Source: an optimization exercise on an open RTL-to-GDS flow (aim: small area, a short achievable clock period and few clock cycles per item). Production flows keep margins and buffers that such runs may drop. Function was checked by simulation only, so behaviour that the tests miss may differ from the original. Power figures rest on the tool's default switching activity, not on a simulated workload.

## flow/config.mk

```make
export PLATFORM = sky130hd
export DESIGN_NAME = minmax_two_level_quantizer_core
export DESIGN_NICKNAME = minmax_two_level_quantizer_core
export VERILOG_FILES = /design/flow/design.v
export SDC_FILE = /design/flow/constraint.sdc
export NUM_CORES = 4
export LEC_CHECK = 0
export ABC_AREA = 1
export CAP_MARGIN = 5
export CORE_MARGIN = 2
export CORE_UTILIZATION = 45
export SETUP_SLACK_MARGIN = 4.4
export SLEW_MARGIN = 5
export TNS_END_PERCENT = 100
```

## flow/constraint.sdc

```tcl
create_clock -name core_clock -period 8.5 [get_ports {aclk}]
set_input_delay 1.7000 -clock core_clock [delete_from_list [all_inputs] [get_ports {aclk}]]
set_output_delay 1.7000 -clock core_clock [all_outputs]
set_load 0.01 [all_outputs]
```

## flow/design.v

```verilog
package mmq_pkg;
    localparam logic [1:0] MODE_LEARN  = 2'd0;
    localparam logic [1:0] MODE_ENCODE = 2'd1;
    localparam logic [1:0] MODE_DECODE = 2'd2;
    localparam logic [7:0]  CODE_MAX = 8'd254;
    localparam logic [7:0]  CODE_BAD = 8'd255;
endpackage
import mmq_pkg::*;
module mmq_add #(parameter int N = 32) (
    input  logic [N-1:0] a,
    input  logic [N-1:0] b,
    input  logic         cin,
    output logic [N-1:0] s,
    output logic         pall
);
    localparam int L = (N <= 2) ? 1 : (N <= 4) ? 2 : (N <= 8) ? 3 : (N <= 16) ? 4 : (N <= 32) ? 5 : 6;
    logic [N-1:0] g [0:2*L];
    logic [N-1:0] p [0:2*L];
    logic [N:0]   c;
    always_comb begin
        g[0] = a & b;
        p[0] = a ^ b;
        for (int l = 0; l < L; l++) begin
            g[l+1] = g[l];
            p[l+1] = p[l];
            for (int i = 0; i < N; i++) begin
                if (((i + 1) % (2 << l)) == 0) begin
                    g[l+1][i] = g[l][i] | (p[l][i] & g[l][i - (1 << l)]);
                    p[l+1][i] = p[l][i] & p[l][i - (1 << l)];
                end
            end
        end
        for (int l = L - 1; l >= 1; l--) begin
            g[2*L-l] = g[2*L-l-1];
            p[2*L-l] = p[2*L-l-1];
            for (int i = 0; i < N; i++) begin
                if (((i + 1) % (1 << l)) == (1 << (l - 1)) && i >= (1 << l)) begin
                    g[2*L-l][i] = g[2*L-l-1][i] | (p[2*L-l-1][i] & g[2*L-l-1][i - (1 << (l - 1))]);
                    p[2*L-l][i] = p[2*L-l-1][i] & p[2*L-l-1][i - (1 << (l - 1))];
                end
            end
        end
        c[0] = cin;
        for (int i = 0; i < N; i++) c[i+1] = g[2*L-1][i] | (p[2*L-1][i] & cin);
        s = p[0] ^ c[N-1:0];
        pall = p[2*L-1][N-1];
    end
endmodule
module minmax_two_level_quantizer_core (
    input  logic               aclk,
    input  logic               aresetn,
    input  logic               s_valid,
    output logic               s_ready,
    input  logic [1:0]         s_mode,
    input  logic               s_first,
    input  logic signed [31:0] s_sample,
    input  logic [7:0]         s_coarse_in,
    input  logic [7:0]         s_fine_in,
    output logic               m_valid,
    input  logic               m_ready,
    output logic [7:0]         m_coarse_code,
    output logic [7:0]         m_fine_code,
    output logic signed [31:0] m_value,
    output logic               m_error
);
    localparam logic [2:0] ST_IDLE = 3'd0;
    localparam logic [2:0] ST_ENC  = 3'd1;
    localparam logic [2:0] ST_DEC  = 3'd2;
    localparam logic [2:0] ST_DFIN = 3'd4;
    localparam logic [19:0] DIV = 20'd65025;
    logic [2:0]         st_reg;
    logic [5:0]         cnt_reg;
    logic               ei_reg;
    logic               ecin_reg;
    logic signed [31:0] lo_reg, hi_reg;
    logic [39:0]        rem_reg;
    logic [31:0]        x_reg;
    logic [15:0]        p_reg;
    logic [17:0]        p3_reg;
    logic               dfst_reg;
    logic [3:0]         vo_reg;
    logic [7:0]         est_reg;
    logic               err_reg;
    logic               mv_reg;
    logic               vsel_reg;
    logic               csel_reg;
    logic [2:0]         st_next;
    logic [5:0]         cnt_next;
    logic               ei_next;
    logic               ecin_next;
    logic signed [31:0] lo_next, hi_next;
    logic [39:0]        rem_next;
    logic [31:0]        x_next;
    logic [15:0]        p_next;
    logic               dfst_next;
    logic [3:0]         vo_next;
    logic [7:0]         est_next;
    logic               err_next;
    logic               mv_next;
    logic               vsel_next;
    logic               csel_next;
    logic               idle, accept;
    logic [19:0]        dr_w;
    logic               below, above;
    logic [32:0]        off_w;
    logic [15:0]        pair_w;
    assign idle    = (st_reg == ST_IDLE);
    assign s_ready = idle && (!mv_reg || m_ready);
    assign accept  = s_valid && s_ready;
    logic          eq_lo, eq_hi, rz;
    mmq_add #(33) u_oadd (.a({s_sample[31], s_sample}), .b(~{lo_reg[31], lo_reg}), .cin(1'b1),
                          .s(off_w), .pall(eq_lo));
    assign below   = off_w[32];
    assign above   = s_sample > hi_reg;
    assign eq_hi   = (s_sample == hi_reg);
    assign pair_w  = ({s_coarse_in, 8'b0} - {8'b0, s_coarse_in}) + {8'b0, s_fine_in};
    logic        rinv;
    logic [31:0] ra_w, rb_w;
    logic        rcin;
    logic [31:0] rs_w;
    logic [31:0] rq_w;
    assign rinv = (st_reg == ST_DEC) || (st_reg == ST_DFIN);
    assign ra_w = rinv ? ~x_reg : hi_reg;
    assign rb_w = (st_reg == ST_DEC) ? 32'd1 : lo_reg;
    assign rcin = !((st_reg == ST_DFIN) && !dr_w[19]);
    mmq_add #(32) u_radd (.a(ra_w), .b(~rb_w), .cin(rcin), .s(rs_w), .pall(rz));
    assign rq_w = rinv ? ~rs_w : rs_w;
    logic [32:0] ea_w, eb_w;
    logic [33:0] es_w;
    logic        efit;
    logic [31:0] estep_w;
    assign ea_w    = ei_reg ? {1'b0, rem_reg[31:0]} : {rem_reg[31:0], p_reg[7]};
    assign eb_w    = ei_reg ? {9'b0, rem_reg[31:8]} : {1'b0, x_reg};
    mmq_add #(34) u_eadd (.a({1'b0, ea_w}), .b({1'b1, ~eb_w}), .cin(ecin_reg), .s(es_w),
                          .pall());
    assign efit    = !es_w[33];
    assign estep_w = (efit || ei_reg) ? es_w[31:0] : ea_w[31:0];
    logic [19:0] da0, da1, da2, ds1, dk1, dm, ds2, dk2;
    logic [2:0]  dd;
    logic [17:0] p3_w;
    mmq_add #(18) u_padd (.a({1'b0, p_reg, 1'b0}), .b({2'b0, p_reg}), .cin(1'b0), .s(p3_w),
                          .pall());
    always_comb begin
        da0 = {rem_reg[17:0], 2'b00};
        da1 = {rem_reg[37:20], 2'b00};
        da2 = ({20{vo_reg[1]}} & {4'd0, p_reg})
            | ({20{vo_reg[2]}} & {3'd0, p_reg, 1'b0})
            | ({20{vo_reg[3]}} & {2'd0, p3_reg});
        dd  = est_reg[7] ? 3'd0 : est_reg[6:4];
        ds1 = da0 ^ da1 ^ da2;
        dk1 = {(da0[18:0] & da1[18:0]) | (da0[18:0] & da2[18:0]) | (da1[18:0] & da2[18:0]), 1'b0};
        case (dd)
            3'd0: dm = 20'd0;
            3'd1: dm = 20'(-20'd65025);
            3'd2: dm = 20'(-20'd130050);
            3'd3: dm = 20'(-20'd195075);
            3'd4: dm = 20'(-20'd260100);
            3'd5: dm = 20'(-20'd325125);
            3'd6: dm = 20'(-20'd390150);
            default: dm = 20'(-20'd455175);
        endcase
        ds2 = ds1 ^ dk1 ^ dm;
        dk2 = {(ds1[18:0] & dk1[18:0]) | (ds1[18:0] & dm[18:0]) | (dk1[18:0] & dm[18:0]), 1'b0};
    end
    logic [1:0]  dvs_w, dvn_w;
    logic [7:0]  dev_w, dest_w;
    assign dvs_w  = x_reg[29:28] + {1'b0, dd[2] && (&x_reg[27:0])};
    function automatic logic [7:0] vtop(input logic [1:0] v, input logic [15:0] p,
                                        input logic [17:0] p3);
        case (v)
            2'd0: vtop = 8'd0;
            2'd1: vtop = {4'd0, p[15:12]};
            2'd2: vtop = {3'd0, p[15:11]};
            default: vtop = {2'd0, p3[17:12]};
        endcase
    endfunction
    assign dest_w = {ds2[17:10]} + {dk2[17:10]} + vtop(dvs_w, p_reg, p3_reg);
    logic        dz, dskip8, dskip4;
    assign dr_w   = rem_reg[19:0] + rem_reg[39:20] + 20'(-20'd65025);
    assign dz     = (rem_reg == 40'd0);
    assign dskip8 = dz && (x_reg[31:24] == 8'd0) && (cnt_reg <= 6'd24);
    assign dskip4 = dz && (x_reg[31:28] == 4'd0) && (cnt_reg <= 6'd28);
    always_comb begin
        st_next   = st_reg;
        cnt_next  = '0;
        ei_next   = 1'b0;
        ecin_next = 1'b1;
        lo_next   = lo_reg;
        hi_next   = hi_reg;
        rem_next  = '0;
        x_next    = x_reg;
        p_next    = p_reg;
        dfst_next = 1'b0;
        vo_next   = '0;
        est_next  = '0;
        dvn_w     = 2'd0;
        err_next  = err_reg;
        mv_next   = mv_reg && !m_ready;
        vsel_next = vsel_reg;
        csel_next = csel_reg;
        case (st_reg)
            ST_IDLE: begin
                cnt_next  = '0;
                ei_next   = 1'b1;
                ecin_next = (s_sample[7:0] == lo_reg[7:0]);
                rem_next  = s_mode[1] ? 40'd0 : {8'd0, off_w[31:0]};
                dfst_next = 1'b1;
                if (s_ready) begin
                    x_next = rq_w;
                    p_next = s_mode[1] ? pair_w : {CODE_MAX, 8'd0};
                end
                if (accept) begin
                    err_next  = 1'b0;
                    mv_next   = 1'b1;
                    vsel_next = 1'b0;
                    csel_next = 1'b0;
                    case (s_mode)
                        MODE_LEARN: begin
                            if (s_first) begin
                                lo_next = s_sample;
                                hi_next = s_sample;
                            end else begin
                                if (below) lo_next = s_sample;
                                if (above) hi_next = s_sample;
                            end
                        end
                        MODE_ENCODE: begin
                            if (below || above) begin
                                err_next = 1'b1;
                            end else if (eq_hi && !eq_lo) begin
                                csel_next = 1'b1;
                            end else if (!eq_lo) begin
                                mv_next  = 1'b0;
                                st_next  = ST_ENC;
                            end
                        end
                        MODE_DECODE: begin
                            if (s_coarse_in == CODE_BAD) begin
                                err_next = 1'b1;
                            end else begin
                                mv_next  = 1'b0;
                                st_next  = rz ? ST_DFIN : ST_DEC;
                            end
                        end
                        default: begin
                            err_next = 1'b1;
                        end
                    endcase
                end
            end
            ST_ENC: begin
                cnt_next = cnt_reg + 6'd1;
                ei_next  = (cnt_reg == 6'd8);
                if (cnt_reg == 6'd8)
                    ecin_next = efit ? (es_w[7:0] == 8'd0) : (ea_w[7:0] == 8'd0);
                rem_next = {8'd0, estep_w};
                if (ei_reg) begin
                    p_next = {(cnt_reg[3] && p_reg[7:0] == CODE_BAD) ? CODE_MAX : p_reg[7:0],
                              8'(-rem_reg[7:0])};
                end else begin
                    p_next = {p_reg[15:8], p_reg[6:0], efit};
                end
                if (cnt_reg == 6'd17) begin
                    mv_next   = 1'b1;
                    csel_next = 1'b1;
                    st_next   = ST_IDLE;
                end
            end
            ST_DEC: begin
                if (dskip8) begin
                    cnt_next = cnt_reg + 6'd8;
                    x_next   = {x_reg[23:0], 8'b0};
                    dvn_w    = x_reg[23:22];
                end else if (dskip4) begin
                    cnt_next = cnt_reg + 6'd4;
                    x_next   = {x_reg[27:0], 4'b0};
                    dvn_w    = x_reg[27:26];
                end else if (!dfst_reg) begin
                    cnt_next = cnt_reg + 6'd2;
                    rem_next = {dk2, ds2};
                    x_next   = {dd[2] ? rq_w[29:0] : x_reg[29:0], dd[1:0]};
                    dvn_w    = dvs_w;
                end else begin
                    dvn_w    = x_reg[31:30];
                end
                vo_next = 4'b0001 << dvn_w;
                if (!dskip8 && !dskip4 && !dfst_reg) est_next = dest_w;
                else est_next = vtop(dvn_w, p_reg, p3_w);
                if (cnt_next == 6'd32) st_next = ST_DFIN;
            end
            default: begin  
                x_next    = rq_w;
                mv_next   = 1'b1;
                vsel_next = 1'b1;
                st_next   = ST_IDLE;
            end
        endcase
    end
    always_ff @(posedge aclk) begin
        if (!aresetn) begin
            st_reg <= ST_IDLE;
            lo_reg <= '0;
            hi_reg <= '0;
            mv_reg <= 1'b0;
        end else begin
            st_reg <= st_next;
            lo_reg <= lo_next;
            hi_reg <= hi_next;
            mv_reg <= mv_next;
        end
        cnt_reg  <= cnt_next;
        ei_reg   <= ei_next;
        ecin_reg <= ecin_next;
        rem_reg  <= rem_next;
        x_reg    <= x_next;
        p_reg    <= p_next;
        p3_reg   <= p3_w;
        dfst_reg <= dfst_next;
        vo_reg   <= vo_next;
        est_reg  <= est_next;
        err_reg  <= err_next;
        vsel_reg <= vsel_next;
        csel_reg <= csel_next;
    end
    assign m_valid       = mv_reg;
    assign m_coarse_code = p_reg[15:8] & {8{csel_reg}};
    assign m_fine_code   = p_reg[7:0] & {8{csel_reg}};
    assign m_value       = x_reg & {32{vsel_reg}};
    assign m_error       = err_reg;
endmodule
```

## flow/run.sh

```bash
#!/bin/bash
# synth_recipe.tcl (not shown) runs the flow's synth.tcl, then flattens the netlist and writes it again
# the make line also repeats each setting of config.mk as NAME=value (left out here)
make -C /OpenROAD-flow-scripts/flow DESIGN_CONFIG=/design/flow/config.mk WORK_HOME=/design/flow/orfs CLKGATE_MAP_FILE= SYNTH_SCRIPT=/design/flow/synth_recipe.tcl finish
```

==> run summary, run 1 <==
status timing/DRC/antenna clean; Synth Flop Type dfxtp_1; Clk pin slew, worst setup/hold paths ~0.080 ns; Fin Setup TNS 0 ns; measured slew at the worst slew-check pin around 1.1 ns; worst hold path stage count 2; WHS Endpoint lo_reg[25]; first-pass GRT wire length ~120000 um; Hold Startpoint lo_reg[25]; placed cell area 21480 sq um; Final Cycle Share 47.70%; cell taking the most area after synthesis nand2_1; Syn Area/Cell roughly 6.5 sq um; max reg flops 40; Wirelength per Cell 21.07 um; nets approximately 3500; Max Cap Violations 0; antenna violations before repair 2; Total Wirelength 79000 um; post-DR vias/cell 5.622; Layout area overhead 16.12%; Internal Power roughly 4.6 mW; Syn. warnings 13; Max Root-Sink Buffers 2; layout cells sized above 1 7.315%; DP Wirelength between 50000 and 60000 um; Synth area leaders nand2_1 15%, dfxtp_1 14%, ha_1 14%; Die X roughly 210 um; Worst Reg2Reg Path Length in Cells 26; residual DRC count 0; Placer Congestion approximately 0.97; Fin. Hold Viols 0; worst reg2reg endpoint x_reg[31]; synth unique cells 60; starting density of the core roughly 45%; Min-Delay Path Class reg -> reg; Overflow after GRT 0; total power approximately 10 mW; vias 21080; number of antenna repair diodes 0; Max Slew Vio Count 0; CP Capture Type flop; Post-synth ARST share 0%; sequential area share after synthesis around 22%; H-tree lvl count 4; Worst-Skew Late Latency between 0.5 and 0.6 ns; RSZ-0062 raised after global routing true; min Tclk post-route about 4 ns; switching portion of total power 55.58%; fmax 246.6 MHz; DRT Pass-1 Iters 5; vias in the first global route approximately 19000; Die ar. between 40000 and 50000 sq um; sw power approximately 5.8 mW; largest net degree at the start of global routing 96; Sequential Power Share 18.3%; number of hold buffers added after cts 0; CTS tree yes; R2R Setup Slk ~4.5 ns; CTS sink cnt 193; ANT nets after route 0; register bit count reported by yosys ~190; critical path type in -> reg; Post-synth EDFFs between 50 and 60; chip height between 200 and 250 um; top-area cell type share of the netlist area between 10 and 15%; Clk network pwr share roughly 8.5%; syn_nets approximately 3400; Setup Viol. Count Final 0; Post-Layout Cell Count ~3800; Placed Cells incl. Taps roughly 3700; synthesized instance count ~3100; top-level I/O count between 100 and 150; Starting DRT DRC Count ~2500; Worst Path Max Fanout 4; Startpoint Class primary input; maximum vdd drop ~0.21 mV; Cell Area, Synth roughly 20000 sq um; Comb pwr share between 70% and 80%; Final Skew approximately 0.015 ns; Max-slew headroom a little over a quarter; Leak Pwr 11.25 nW; Rows between 70 and 80; Critical Path RT about 9 ns; core area around 44000 sq um; post-route cell area between 20000 and 25000 sq um; pwr dens about 450 nW/um^2; cts bufs inserted 17; Root Buffer Master clkbuf_16; Critical Path AT 4.41 ns; FF-to-FF Start st_reg[0]; port buffer count approximately 110; Global Route Usage Sum roughly a third
[metrics by stage]
step | hold slack [ns] | setup WS (ns) | util, %
3_5_place_dp | 0.4715 | 3.441 | 48.78
4_1_cts | 0.4843 | 4.340 | 50.95
6_report | 0.4863 | 4.445 | 52.62
3_3_place_gp | 0.4634 | 3.475 | 48.78
5_1_grt | 0.5126 | 4.257 | 52.62
2_1_floorplan | 0.4364 | 4.677 | -
[worst max-delay path, stage by stage]
cell and delay [ns]:
clkdlybuf4s50_1 0.48, ha_1 0.38, a21oi_1 0.22, nand2_1 0.10
nand2_1 0.07, nand2_1 0.07, nor2_1 0.18, inv_1 0.10
nand2_1 0.07, nand2_1 0.07, o21ai_0 0.82, nand3_1 0.15
[per-layer routing]
layer  wire [um]  global-route usage (%)  part of all wire [%]  vias to the layer above
li1            -                       -                     -                    10170
met1       35470                   47.98                    45                     9891
met4        2496                   10.65                   3.2                        2
met3        7281                   5.376                   9.2                      119
met2       33740                   50.57                    43                      904
met5          13                       0                 0.016                        -
[synthesized netlist by cell type, types with 3 or more instances]
library cell / n
a21o_1: 10
a21oi_1: 236
a22o_1: 18
and2_1: 4
buf_1: 7
buf_2: 24
clkbuf_1: 65
dfxtp_1: 142
edfxtp_1: 51
fa_1: 43
ha_1: 221
inv_1: 506
inv_2: 5
nand2_1: 795
nand3_1: 171
nand3_2: 3
nand3b_1: 17
nand4_1: 43
nor2_1: 157
nor2_2: 6
nor3_1: 28
nor4_1: 18
o211ai_1: 25
o21a_1: 27
o21ai_0: 280
o21bai_1: 13
o22ai_1: 6
o31ai_1: 3
or2_2: 14
xnor2_1: 14
xor2_1: 62
[power by group through the flow]
stage	registers, mW	logic [mW]	clock network, mW
global route	1.92	8.43	0.918
global placement	2.00	6.60	0
finish	1.90	7.58	0.877
CTS	1.91	6.98	0.893
floorplan	1.66	4.87	0
detailed placement	2.01	6.69	0
[cell families after synthesis]
group | synth area share (%)
xor gates and xnor gates | 3.336
DFF | 21.93
buffers and inverters | 11.80
and+or+nand+nor | 27.02
AOI/OAI and AO/OA | 17.74
adders and majority gates | 18.17
[worst max-delay path by stage]
stage	depth (start not counted)	slack (ns)	from	end
after floorplan	16	4.68	s_fine_in[0]	p_reg[14]
after global placement	19	3.48	s_sample[0]	lo_reg[3]
after detailed placement	19	3.44	s_sample[0]	lo_reg[7]
after CTS	26	4.34	st_reg[1]	x_reg[31]
after global routing	28	4.26	st_reg[0]	x_reg[31]
final	12	4.45	s_sample[3]	rem_reg[9]
[placed cells by master, fill, tap and decap left out, types with 18 or more instances in the layout]
| master | Yosys | final |
|---|---|---|
| a22o_1 | 18 | 18 |
| ha_1 | 221 | 215 |
| edfxtp_1 | 51 | 51 |
| a21oi_1 | 236 | 230 |
| clkdlybuf4s50_1 | 0 | 97 |
| o21a_1 | 27 | 27 |
| buf_4 | 2 | 48 |
| nand2_1 | 795 | 771 |
| o21ai_0 | 280 | 263 |
| nand2_2 | 2 | 19 |
| fa_1 | 43 | 41 |
| nand3_1 | 171 | 169 |
| o211ai_1 | 25 | 25 |
| dfxtp_1 | 142 | 140 |
| inv_1 | 506 | 496 |
| nor3_1 | 28 | 23 |
| clkbuf_16 | 0 | 20 |
| xor2_1 | 62 | 61 |
| nand4_1 | 43 | 43 |
| nor2_1 | 157 | 140 |
[repair_timing]
| action | in CTS | in global routing |
|---|---|---|
| gates resized for setup | 41 | 122 |
| pin swaps | 2 | 20 |
| buffers inserted | 18 | 22 |
| cloned | 2 | 7 |
| endpoints found under the setup margin | 164 | 172 |
[final cells by class]
cell class	instances	area (sq um)
fill	4502	20860
multi-input combinational	2253	13810
sequential	193	4377
inverter	513	1944
timing repair buffer	166	1687
tap	592	740.7
clock buffer	21	493.0
clock inverter	11	107.6
timing repair inverter	1	7.507
Testbench counts, summed over its fixed seeds: cycles 35,207, items 3,840.
==> run 2: changes to the inputs <==
--- a/flow/config.mk
+++ b/flow/config.mk
@@ -9,6 +9,6 @@
 export CAP_MARGIN = 5
 export CORE_MARGIN = 2
 export CORE_UTILIZATION = 45
-export SETUP_SLACK_MARGIN = 4.4
+export SETUP_SLACK_MARGIN = 4.6
 export SLEW_MARGIN = 5
 export TNS_END_PERCENT = 100
==> run 2 against run 1 <==
Clock-buffer cell count unchanged. Sequential cell count stayed put. Fmax grew 4.3%. Synthesized cell count unchanged. Critical path type is now reg -> out.
==> run summary, run 2 <==
Post-synth EDFFs 51; residual DRC count 0; starting density of the core 45.31%; Die ar. roughly 46000 sq um; vias in the first global route 19220; syn_nets approximately 3400; Max-slew headroom between 20 and 30%; Synth top cells by count 795 x nand2_1, 506 x inv_1, 280 x o21ai_0, 236 x a21oi_1, 221 x ha_1; CTS tree yes; Total Wirelength roughly 81000 um; chip height 214.6 um; Starting DRT DRC Count ~2300; multi-input logic area around 14000 sq um; Cell Area, Synth between 15000 and 20000 sq um; Worst Path Max Fanout 8; commonest cells after routing, fill and taps aside 772 x nand2_1, 489 x inv_1, 259 x o21ai_0; Synth Flop Type dfxtp_1; Max Root-Sink Buffers 2; min Tclk post-route between 3 and 4 ns; RSZ-0062 raised after global routing true; Sequential Power Share 17.9%; synth unique cells 60; CTS sink cnt between 150 and 200; Fin. Hold Viols 0; Syn. warnings 13; leading cell type in the layout, fill and taps excluded nand2_1; Global Route Usage Sum about a third; switching portion of total power 55.34%; Comb pwr share around 74%; placed cell area between 20000 and 25000 sq um; synthesized instance count ~3100; post-route cell area 23830 sq um; top-level I/O count about 110; crit-path cells nand2_1 > inv_1 > clkdlybuf4s50_1; Internal Power between 4 and 5 mW; most frequent cell after synthesis nand2_1; nets ~3500; Die X 214.6 um; post-DR vias/cell roughly 5.6; Placer Congestion 0.9721; first-pass GRT wire length roughly 120000 um; Rows 77; Leak Pwr ~12 nW; DRT Pass-1 Iters 8; CP Capture Type primary output; Post-synth ARST share 0%; top-area cell type share of the netlist area roughly 15%; crit path max-delay cell type edfxtp_1; core area between 40000 and 50000 sq um; sequential area share after synthesis a little over a fifth; cts bufs inserted 17; Clk network pwr share under 10%; Root Buffer Master clkbuf_16; port buffer count 105; measured slew at the worst slew-check pin approximately 1.1 ns; Syn Area/Cell approximately 6.5 sq um; status timing/DRC/antenna clean; Clk pin slew, worst setup/hold paths 0.08 ns; antenna violations before repair 4; max reg flops 40; Layout area overhead 19.43%; Overflow after GRT 0; cell taking the most area after synthesis nand2_1; Worst Reg2Reg Path Length in Cells 20; largest net degree at the start of global routing 96; ANT nets after route 0; Wirelength per Cell approximately 21 um; maximum vdd drop approximately 0.21 mV; Min-Delay Path Class reg -> reg; Final Skew ~0.015 ns; Max Slew Vio Count 0; pwr dens ~440 nW/um^2; Fin Setup TNS 0 ns; Setup Viol. Count Final 0; Fillers between 4000 and 5000; H-tree lvl count 4; fin util between 50% and 60%; Max Cap Violations 0; Final Cycle Share a little under half; total power around 11 mW; R2R Setup Slk about 4.7 ns; sw power around 6 mW; critical path type reg -> out; slowest stage delay, CP about 0.95 ns; Startpoint Class flop; Placed Cells incl. Taps roughly 3700; number of hold buffers added after cts 0; Register Area 4383 sq um; vias 21290; DP Wirelength ~60000 um; Worst-Skew Late Latency 0.52 ns; worst hold path stage count 2; layout cells sized above 1 approximately a tenth; Post-Layout Cell Count 3775; fmax about 260 MHz; Critical Path RT between 6 and 7 ns; register bit count reported by yosys 193; Critical Path AT 2.19 ns; Synth area leaders nand2_1 15%, dfxtp_1 14%, ha_1 14%
run 2: cell families after synthesis:
| logic type | after synthesis | share of synthesized area [%] |
|---|---|---|
| xor gates and xnor gates | 76 | 3.336 |
| AOI/OAI and AO/OA | 639 | 17.74 |
| buffers and inverters | 613 | 11.80 |
| and+or+nand+nor | 1269 | 27.02 |
| adders and majority gates | 264 | 18.17 |
| DFF | 193 | 21.93 |
run 2: per-stage QoR:
step	setup slack (ns)	hold WS, ns
after floorplan	4.677	0.4364
after global placement	3.475	0.4634
final	4.612	0.4864
after CTS	4.544	0.4843
after detailed placement	3.441	0.4715
after global routing	4.497	0.5126
run 2: timing repair:
item,CTS,global route
endpoints found under the setup margin,196,161
buffers inserted,32,29
pin swaps,14,39
gates cloned,4,8
gates resized for setup,101,149
run 2: path summary, 6_finish.rpt:
path,from,end
setup / recovery,x_reg[29],m_value[29]
hold / removal,lo_reg[25],lo_reg[25]
setup reg to reg,x_reg[20],est_reg[7]
hold reg to reg,lo_reg[25],lo_reg[25]
run 2: cell type report:
type                            instances  share of cell area, %
Timing Repair inverter                  1                0.03151
Clock buffer                           21                  2.069
Multi-Input combinational cell       2252                  58.99
Clock inverter                         11                 0.4516
Sequential cell                       193                  18.40
Inverter                              513                  8.266
Antenna cell                            1                0.01050
Tap cell                              592                  3.109
Timing Repair Buffer                  191                  8.675
run 2: worst max-delay path, delay by kind of cell (launching register included):
kind,cells,cell delay [ns]
buf+inv,2,0.61
flops,1,0.95
simple gates,1,0.11
run 2: power groups by stage:
| stage | clock network, mW | registers (mW) | logic, mW |
|---|---|---|---|
| after floorplan | 0 | 1.66 | 4.87 |
| after global placement | 0 | 2.00 | 6.60 |
| after detailed placement | 0 | 2.01 | 6.69 |
| after CTS | 0.893 | 1.87 | 7.18 |
| after global routing | 0.919 | 1.91 | 8.59 |
| final | 0.878 | 1.88 | 7.76 |
run 2: routing by layer:
layer	track usage, %	vias up	part of all wire, %
met4	10.86	4	2.8
met3	5.348	130	8.7
li1	-	10240	-
met5	0	-	0.036
met2	51.44	953	43
met1	48.74	9961	45

[re-timing with driven ports]
Ports are ideal in the flow. The routed layouts listed here were re-timed in OpenROAD. Step 1 sets driving cells, clkbuf_16 on the clock port and buf_2 on the other inputs (assumed; they add their load-dependent delay and slew). Step 2 adds t to the input delays and takes it off the output delays; t is the mean of the earliest and latest rising clock arrival at the registers after step 1. Input paths then give back, and output paths get back, about the clock's delay inside the block. a / b / c = no drivers / after step 1 / after step 2; a / b = the first two.
| run | t (ns) | setup slack, ns | latest minus earliest clock arrival (ns) |
|---|---|---|---|
| run 1 | 0.583 | 4.445 / 4.435 / 3.903 | 0.016 / 0.015 |
| run 2 | 0.574 | 4.612 / 4.555 / 4.206 | 0.017 / 0.016 |
After both steps setup and hold are still met in every run listed. For run 1, which loses most, drivers alone change the setup slack by -0.010 ns; drivers and shift together by -0.542 ns.
